Source: an optimization exercise on an open RTL-to-GDS flow (aim: a short achievable clock period and few clock cycles). Production flows keep margins and buffers that such runs may drop. Only simulation tests tie the RTL to the original design; equivalence was not proved. Power is estimated from default activity; no workload was simulated.

==> willow: inputs <==
// mips_core
module mips_core (
    input  logic        clock,
    input  logic        reset,
    input  logic        mem_ack,
    input  logic [31:0] mem_rdata,
    output logic        mem_req,
    output logic [31:0] bus_addr,
    output logic        bus_write,
    output logic [31:0] bus_wdata
);
Settings: LEC_CHECK=0, CAP_MARGIN=20, CELL_PAD_IN_SITES_DETAIL_PLACEMENT=1, CELL_PAD_IN_SITES_GLOBAL_PLACEMENT=2, CORE_MARGIN=2, CORE_UTILIZATION=30, PLACE_DENSITY=0.45, SETUP_SLACK_MARGIN=3.5, SLEW_MARGIN=20, TNS_END_PERCENT=5; clock period 8.0 ns.
run.sh (not shown) runs the stock make flow with config.mk's settings and CLKGATE_MAP_FILE= SYNTH_SCRIPT=/design/flow/synth_recipe.tcl, a recipe that flattens the netlist after the stock synthesis.
==> quartz (differences from willow) <==
--- a/flow/design.v
+++ b/flow/design.v
@@ -166,41 +166,33 @@
     logic        lwait_q;        
     logic [31:0] pf_q;           
     logic        ev_q;           
     logic [31:0] e_a, e_b;       
     logic [31:0] e_bop;          
     logic        e_inv;          
     logic        e_sum, e_or, e_lt;   
-    logic        e_fa, e_fb, e_fbop;  
-    logic        wb_v_q;
-    logic [4:0]  wb_idx_q;
-    logic [31:0] wb_res_q;
     logic [15:0] e_imm;
     logic [4:0]  e_rt, e_widx;
     logic        e_we;           
     logic        e_lw, e_sw, e_bnp;
     logic [31:0] e_pc4;          
     logic [31:0] e_simm, e_res, e_addr, e_badd;
     logic        e_mem, e_stall, e_ret, e_wr, redirect, e_less;
-    logic [31:0] ea, eb, ebop;
-    assign ea     = e_fa   ? wb_res_q : e_a;
-    assign eb     = e_fb   ? wb_res_q : e_b;
-    assign ebop   = e_fbop ? wb_res_q : e_bop;
     assign e_simm = {{16{e_imm[15]}}, e_imm};
-    assign e_badd = ebop ^ {32{e_inv}};
-    assign e_addr = ea + e_badd + {31'd0, e_inv};
-    assign e_less = (ea[31] ^ ebop[31]) ? ea[31] : e_addr[31];
+    assign e_badd = e_bop ^ {32{e_inv}};
+    assign e_addr = e_a + e_badd + {31'd0, e_inv};
+    assign e_less = (e_a[31] ^ e_bop[31]) ? e_a[31] : e_addr[31];
     assign e_res  = ({32{e_sum}} & e_addr) |
-                    ({32{e_or}}  & (ea | {16'h0000, e_imm})) |
+                    ({32{e_or}}  & (e_a | {16'h0000, e_imm})) |
                     {31'd0, e_lt & e_less};
     assign e_mem    = e_lw | e_sw;
     assign e_stall  = ev_q & e_mem & ~bus_free;
     assign e_ret    = ev_q & ~e_stall;
     assign e_wr     = e_ret & e_we;                  
-    assign redirect = ev_q & e_bnp & (ea == eb);
+    assign redirect = ev_q & e_bnp & (e_a == e_b);
     logic [31:0] e_alt;
     assign e_alt = e_pc4 + {e_simm[29:0], 2'b00};
     logic        fetch_ret, hit_f, f_ok;
     logic [31:0] f_ir;
     assign fetch_ret = hs && bkind_q == K_FETCH;
     logic [31:0]   f_cd;
     logic [TW-1:0] f_ct;
@@ -245,28 +237,25 @@
     assign f_we   = (f_addu | f_subu | f_slt | f_ori | f_lui | f_addiu | f_slti) && f_widx != 5'd0;
     logic [31:0] rf_a, rf_b, f_a, f_b;
     reg_file u_regs (
         .clock   (clock),
         .reset   (reset),
         .rs_idx  (f_rs),
         .rt_idx  (f_rt),
-        .wr_en   (wb_v_q),
-        .wr_idx  (wb_idx_q),
-        .wr_data (wb_res_q),
+        .wr_en   (e_wr),
+        .wr_idx  (e_widx),
+        .wr_data (e_res),
         .ld_en   (hs && bkind_q == K_LOAD),
         .ld_idx  (bld_rt_q),
         .ld_data (mem_rdata),
         .rs_data (rf_a),
         .rt_data (rf_b)
     );
-    logic f_fa, f_fb;
-    assign f_fa = e_wr && f_rs == e_widx;
-    assign f_fb = e_wr && f_rt == e_widx;
-    assign f_a  = (wb_v_q && f_rs == wb_idx_q) ? wb_res_q : rf_a;
-    assign f_b  = (wb_v_q && f_rt == wb_idx_q) ? wb_res_q : rf_b;
+    assign f_a = (e_wr && f_rs == e_widx) ? e_res : rf_a;
+    assign f_b = (e_wr && f_rt == e_widx) ? e_res : rf_b;
     logic [31:0] f_bop;
     always_comb
     begin
         if (f_r || f_beq)
             f_bop = f_b;
         else if (f_lui)
             f_bop = {f_imm, 16'h0000};
@@ -327,29 +316,28 @@
             pend_q    <= 1'b0;
             started_q <= 1'b0;
             pcf_q     <= 32'h0000_0000;
             pcf_oh_q  <= NL'(1);
             fwait_q   <= 1'b0;
             lwait_q   <= 1'b0;
             ev_q      <= 1'b0;
-            wb_v_q    <= 1'b0;
             c_val     <= '0;
         end
         else
         begin
             if (hs)
                 started_q <= 1'b0;
             else if (mem_req && !mem_ack)
                 started_q <= 1'b1;
             if (bus_free)
             begin
                 pend_q   <= issue;
                 baddr_q  <= i_addr;
                 bwr_q    <= iss_mem & e_sw;
-                bwdata_q <= eb;
+                bwdata_q <= e_b;
                 bkind_q  <= i_kind;
                 bld_rt_q <= e_rt;
             end
             else if (redirect && bkind_q == K_FETCH)
                 bkind_q <= K_PREF;               
             b_oh_q    <= NL'(1) << baddr_q[IW+1:2];
             b_sthit_q <= c_hit(baddr_q);
@@ -386,29 +374,20 @@
                 else if (fetch_ret)
                     fwait_q <= 1'b0;
             end
             if (iss_miss)
                 pf_q <= i_addr;
             else if (pf_try && (hit_pf || bus_free))
                 pf_q <= pf_q + 32'd4;
-            wb_v_q <= e_wr;
-            if (e_ret)
-            begin
-                wb_idx_q <= e_widx;
-                wb_res_q <= e_res;
-            end
             ev_q <= f_adv | e_stall;
             if (!e_stall)
             begin
                 e_a    <= f_a;
                 e_b    <= f_b;
                 e_bop  <= f_bop;
-                e_fa   <= f_fa;
-                e_fb   <= f_fb;
-                e_fbop <= f_fb & (f_r | f_beq);
                 e_inv  <= f_subu | f_slt | f_slti;
                 e_sum  <= f_addu | f_subu | f_lui | f_addiu;
                 e_or   <= f_ori;
                 e_lt   <= f_slt | f_slti;
                 e_imm  <= f_imm;
                 e_rt   <= f_rt;
                 e_widx <= f_widx;
==> raven (differences from willow) <==
--- a/flow/design.v
+++ b/flow/design.v
@@ -166,41 +166,33 @@
     logic        lwait_q;        
     logic [31:0] pf_q;           
     logic        ev_q;           
     logic [31:0] e_a, e_b;       
     logic [31:0] e_bop;          
     logic        e_inv;          
     logic        e_sum, e_or, e_lt;   
-    logic        e_fa, e_fb, e_fbop;  
-    logic        wb_v_q;
-    logic [4:0]  wb_idx_q;
-    logic [31:0] wb_res_q;
     logic [15:0] e_imm;
     logic [4:0]  e_rt, e_widx;
     logic        e_we;           
     logic        e_lw, e_sw, e_bnp;
     logic [31:0] e_pc4;          
     logic [31:0] e_simm, e_res, e_addr, e_badd;
     logic        e_mem, e_stall, e_ret, e_wr, redirect, e_less;
-    logic [31:0] ea, eb, ebop;
-    assign ea     = e_fa   ? wb_res_q : e_a;
-    assign eb     = e_fb   ? wb_res_q : e_b;
-    assign ebop   = e_fbop ? wb_res_q : e_bop;
     assign e_simm = {{16{e_imm[15]}}, e_imm};
-    assign e_badd = ebop ^ {32{e_inv}};
-    assign e_addr = ea + e_badd + {31'd0, e_inv};
-    assign e_less = (ea[31] ^ ebop[31]) ? ea[31] : e_addr[31];
+    assign e_badd = e_bop ^ {32{e_inv}};
+    assign e_addr = e_a + e_badd + {31'd0, e_inv};
+    assign e_less = (e_a[31] ^ e_bop[31]) ? e_a[31] : e_addr[31];
     assign e_res  = ({32{e_sum}} & e_addr) |
-                    ({32{e_or}}  & (ea | {16'h0000, e_imm})) |
+                    ({32{e_or}}  & (e_a | {16'h0000, e_imm})) |
                     {31'd0, e_lt & e_less};
     assign e_mem    = e_lw | e_sw;
     assign e_stall  = ev_q & e_mem & ~bus_free;
     assign e_ret    = ev_q & ~e_stall;
     assign e_wr     = e_ret & e_we;                  
-    assign redirect = ev_q & e_bnp & (ea == eb);
+    assign redirect = ev_q & e_bnp & (e_a == e_b);
     logic [31:0] e_alt;
     assign e_alt = e_pc4 + {e_simm[29:0], 2'b00};
     logic        fetch_ret, hit_f, f_ok;
     logic [31:0] f_ir;
     assign fetch_ret = hs && bkind_q == K_FETCH;
     logic [31:0]   f_cd;
     logic [TW-1:0] f_ct;
@@ -245,28 +237,25 @@
     assign f_we   = (f_addu | f_subu | f_slt | f_ori | f_lui | f_addiu | f_slti) && f_widx != 5'd0;
     logic [31:0] rf_a, rf_b, f_a, f_b;
     reg_file u_regs (
         .clock   (clock),
         .reset   (reset),
         .rs_idx  (f_rs),
         .rt_idx  (f_rt),
-        .wr_en   (wb_v_q),
-        .wr_idx  (wb_idx_q),
-        .wr_data (wb_res_q),
+        .wr_en   (e_wr),
+        .wr_idx  (e_widx),
+        .wr_data (e_res),
         .ld_en   (hs && bkind_q == K_LOAD),
         .ld_idx  (bld_rt_q),
         .ld_data (mem_rdata),
         .rs_data (rf_a),
         .rt_data (rf_b)
     );
-    logic f_fa, f_fb;
-    assign f_fa = e_wr && f_rs == e_widx;
-    assign f_fb = e_wr && f_rt == e_widx;
-    assign f_a  = (wb_v_q && f_rs == wb_idx_q) ? wb_res_q : rf_a;
-    assign f_b  = (wb_v_q && f_rt == wb_idx_q) ? wb_res_q : rf_b;
+    assign f_a = (e_wr && f_rs == e_widx) ? e_res : rf_a;
+    assign f_b = (e_wr && f_rt == e_widx) ? e_res : rf_b;
     logic [31:0] f_bop;
     always_comb
     begin
         if (f_r || f_beq)
             f_bop = f_b;
         else if (f_lui)
             f_bop = {f_imm, 16'h0000};
@@ -286,16 +275,15 @@
     assign f_next_oh = f_j ? NL'(1) << f_ir[IW-1:0] : {pcf_oh_q[NL-2:0], pcf_oh_q[NL-1]};
     logic f_adv;
     assign f_adv = f_ok & ~hz & ~e_stall & ~redirect;
     logic        hit_pf, pf_near, pf_try, pf_ret;
     logic [29:0] pf_ahead;
     assign hit_pf   = c_hit(pf_q);
     assign pf_ahead = pf_q[31:2] - pcf_q[31:2];
-    always_ff @(posedge clock)
-        pf_near <= pf_ahead < 30'(PF_DIST);
+    assign pf_near  = pf_ahead <= 30'(PF_DIST);
     assign pf_ret   = hs && bkind_q == K_PREF && baddr_q == pcf_q;
     assign pf_try   = !lwait_q && !fwait_q && hit_f && !(f_lw || f_sw) &&
                       !(ev_q && e_mem) && !redirect && pf_near;
     logic        iss_mem, iss_miss, iss_pf, issue;
     logic [31:0] i_addr;
     logic [1:0]  i_kind;
     assign iss_mem  = e_ret && e_mem;
@@ -327,34 +315,38 @@
             pend_q    <= 1'b0;
             started_q <= 1'b0;
             pcf_q     <= 32'h0000_0000;
             pcf_oh_q  <= NL'(1);
             fwait_q   <= 1'b0;
             lwait_q   <= 1'b0;
             ev_q      <= 1'b0;
-            wb_v_q    <= 1'b0;
             c_val     <= '0;
         end
         else
         begin
             if (hs)
                 started_q <= 1'b0;
             else if (mem_req && !mem_ack)
                 started_q <= 1'b1;
-            if (bus_free)
+            if (issue)
             begin
-                pend_q   <= issue;
+                pend_q   <= 1'b1;
                 baddr_q  <= i_addr;
                 bwr_q    <= iss_mem & e_sw;
-                bwdata_q <= eb;
+                bwdata_q <= e_b;
                 bkind_q  <= i_kind;
                 bld_rt_q <= e_rt;
             end
-            else if (redirect && bkind_q == K_FETCH)
-                bkind_q <= K_PREF;               
+            else
+            begin
+                if (hs)
+                    pend_q <= 1'b0;
+                if (redirect && bkind_q == K_FETCH)
+                    bkind_q <= K_PREF;           
+            end
             b_oh_q    <= NL'(1) << baddr_q[IW+1:2];
             b_sthit_q <= c_hit(baddr_q);
             for (int i = 0; i < NL; i++)
             begin
                 if (hs && b_oh_q[i] && (bkind_q == K_FETCH || bkind_q == K_PREF))
                 begin
                     c_val[i]  <= 1'b1;
@@ -386,29 +378,20 @@
                 else if (fetch_ret)
                     fwait_q <= 1'b0;
             end
             if (iss_miss)
                 pf_q <= i_addr;
             else if (pf_try && (hit_pf || bus_free))
                 pf_q <= pf_q + 32'd4;
-            wb_v_q <= e_wr;
-            if (e_ret)
-            begin
-                wb_idx_q <= e_widx;
-                wb_res_q <= e_res;
-            end
             ev_q <= f_adv | e_stall;
             if (!e_stall)
             begin
                 e_a    <= f_a;
                 e_b    <= f_b;
                 e_bop  <= f_bop;
-                e_fa   <= f_fa;
-                e_fb   <= f_fb;
-                e_fbop <= f_fb & (f_r | f_beq);
                 e_inv  <= f_subu | f_slt | f_slti;
                 e_sum  <= f_addu | f_subu | f_lui | f_addiu;
                 e_or   <= f_ori;
                 e_lt   <= f_slt | f_slti;
                 e_imm  <= f_imm;
                 e_rt   <= f_rt;
                 e_widx <= f_widx;
==> notes <==
Setup slack: raven < quartz < willow. Between raven and willow, the lower power is in willow (gap about 0.54%, measured against willow). The lowest synthesized cell count belongs to willow, the highest to raven. Register-to-register slack, lowest first: raven, quartz, willow. Routed wire length: quartz > raven > willow. In willow the design area is higher than in raven, by about 0.64%. The highest non-clock buffer count belongs to quartz, the lowest to raven. Clock skew: willow is higher than raven (0.0066 ns). The lowest maximum frequency belongs to raven, the highest to willow. Sequential power is about the same in willow and quartz.
==> figures <==
item                                                                                          raven                 willow                  quartz
Number of flip-flops and latches                                                               3216                   3258                    3217
Post-Route WL                                                                               1370 mm                1310 mm                 1380 mm
Adder-cell area share of the yosys netlist                                                   0.753%                 0.743%                  0.754%
Crit share post-route                                                                         64.4%                  61.6%                   63.0%
Share of total power in the clock network                                                     45.8%                  45.7%                   44.9%
Depth of the most critical reg-to-reg path                                                       13                     16                      15
Mapped Cells                                                                                  16628                  15256                   16425
Number of design-rule violations left by the first detailed-router iteration                  28995                  26744                   30612
Ratio of layout area to synthesized area                                                     1.206x                 1.209x                  1.250x
Sink of the worst hold path                                                   pcf_q[1]$_SDFFE_PP0P_  pcf_q[0]$_SDFFE_PP0P_  bwdata_q[26]$_DFFE_PP_
Result of the run                                                  no timing/DRC/antenna violations  no timing/DRC/antenna violations  no timing/DRC/antenna violations
FF+latch count, synth                                                                          3216                   3258                    3217
Mux share of post-synthesis cell area                                                         7.83%                  13.9%                   7.69%
Layout filler cell count                                                                      60962                  59960                   59997
Pin count of the biggest net entering global routing                                            159                    187                     170
Fraction of the mapped netlist area in simple logic gates                                     12.7%                  8.73%                   12.7%
Flop2flop setup slack                                                                       2.84 ns                3.07 ns                 2.96 ns
Sequential-to-total area share from yosys stat                                                50.4%                  51.0%                   51.0%
Post-placement cell area                                                               185000 sq um           184000 sq um            183000 sq um
Met3 Routed Length                                                                           145 mm                 127 mm                  161 mm
Pwr dens                                                                                206 nW/um^2            203 nW/um^2             204 nW/um^2
Testbench counts of willow, summed over its fixed seeds: cycles 44,641.
Testbench counts of quartz, summed over its fixed seeds: cycles 44,641.
Testbench counts of raven, summed over its fixed seeds: cycles 44,564.

[what the ideal ports hide]
The results above use ideal ports. As a check the final layouts listed here were re-extracted and re-timed, cells and wires unchanged. Step 1, drivers: a clkbuf_16 drives clock and a buf_2 each remaining input, both assumed. Step 2 adds t to the input delays and takes it off the output delays; t is the mean of the earliest and latest rising clock arrival at the registers after step 1. Input paths then give back, and output paths get back, about the clock's delay inside the block. a / b / c = ideal ports / drivers / drivers and shift; a / b = the first two.
run	t (ns)	slack for setup (ns)	hold slack, ns	worst data-port slew with drivers (ns)
willow	1.224	3.069 / 3.069 / 2.100	0.487 / 0.487 / 0.487	0.15
quartz	1.214	2.961 / 2.961 / 2.127	0.431 / 0.431 / 0.431	0.08
raven	1.199	2.845 / 2.845 / 1.945	0.452 / 0.452 / 0.452	0.28
After both steps every run listed still meets setup and hold. The setup slack of willow, which loses most, moves by 0.000 ns with the drivers and by -0.969 ns with both steps.
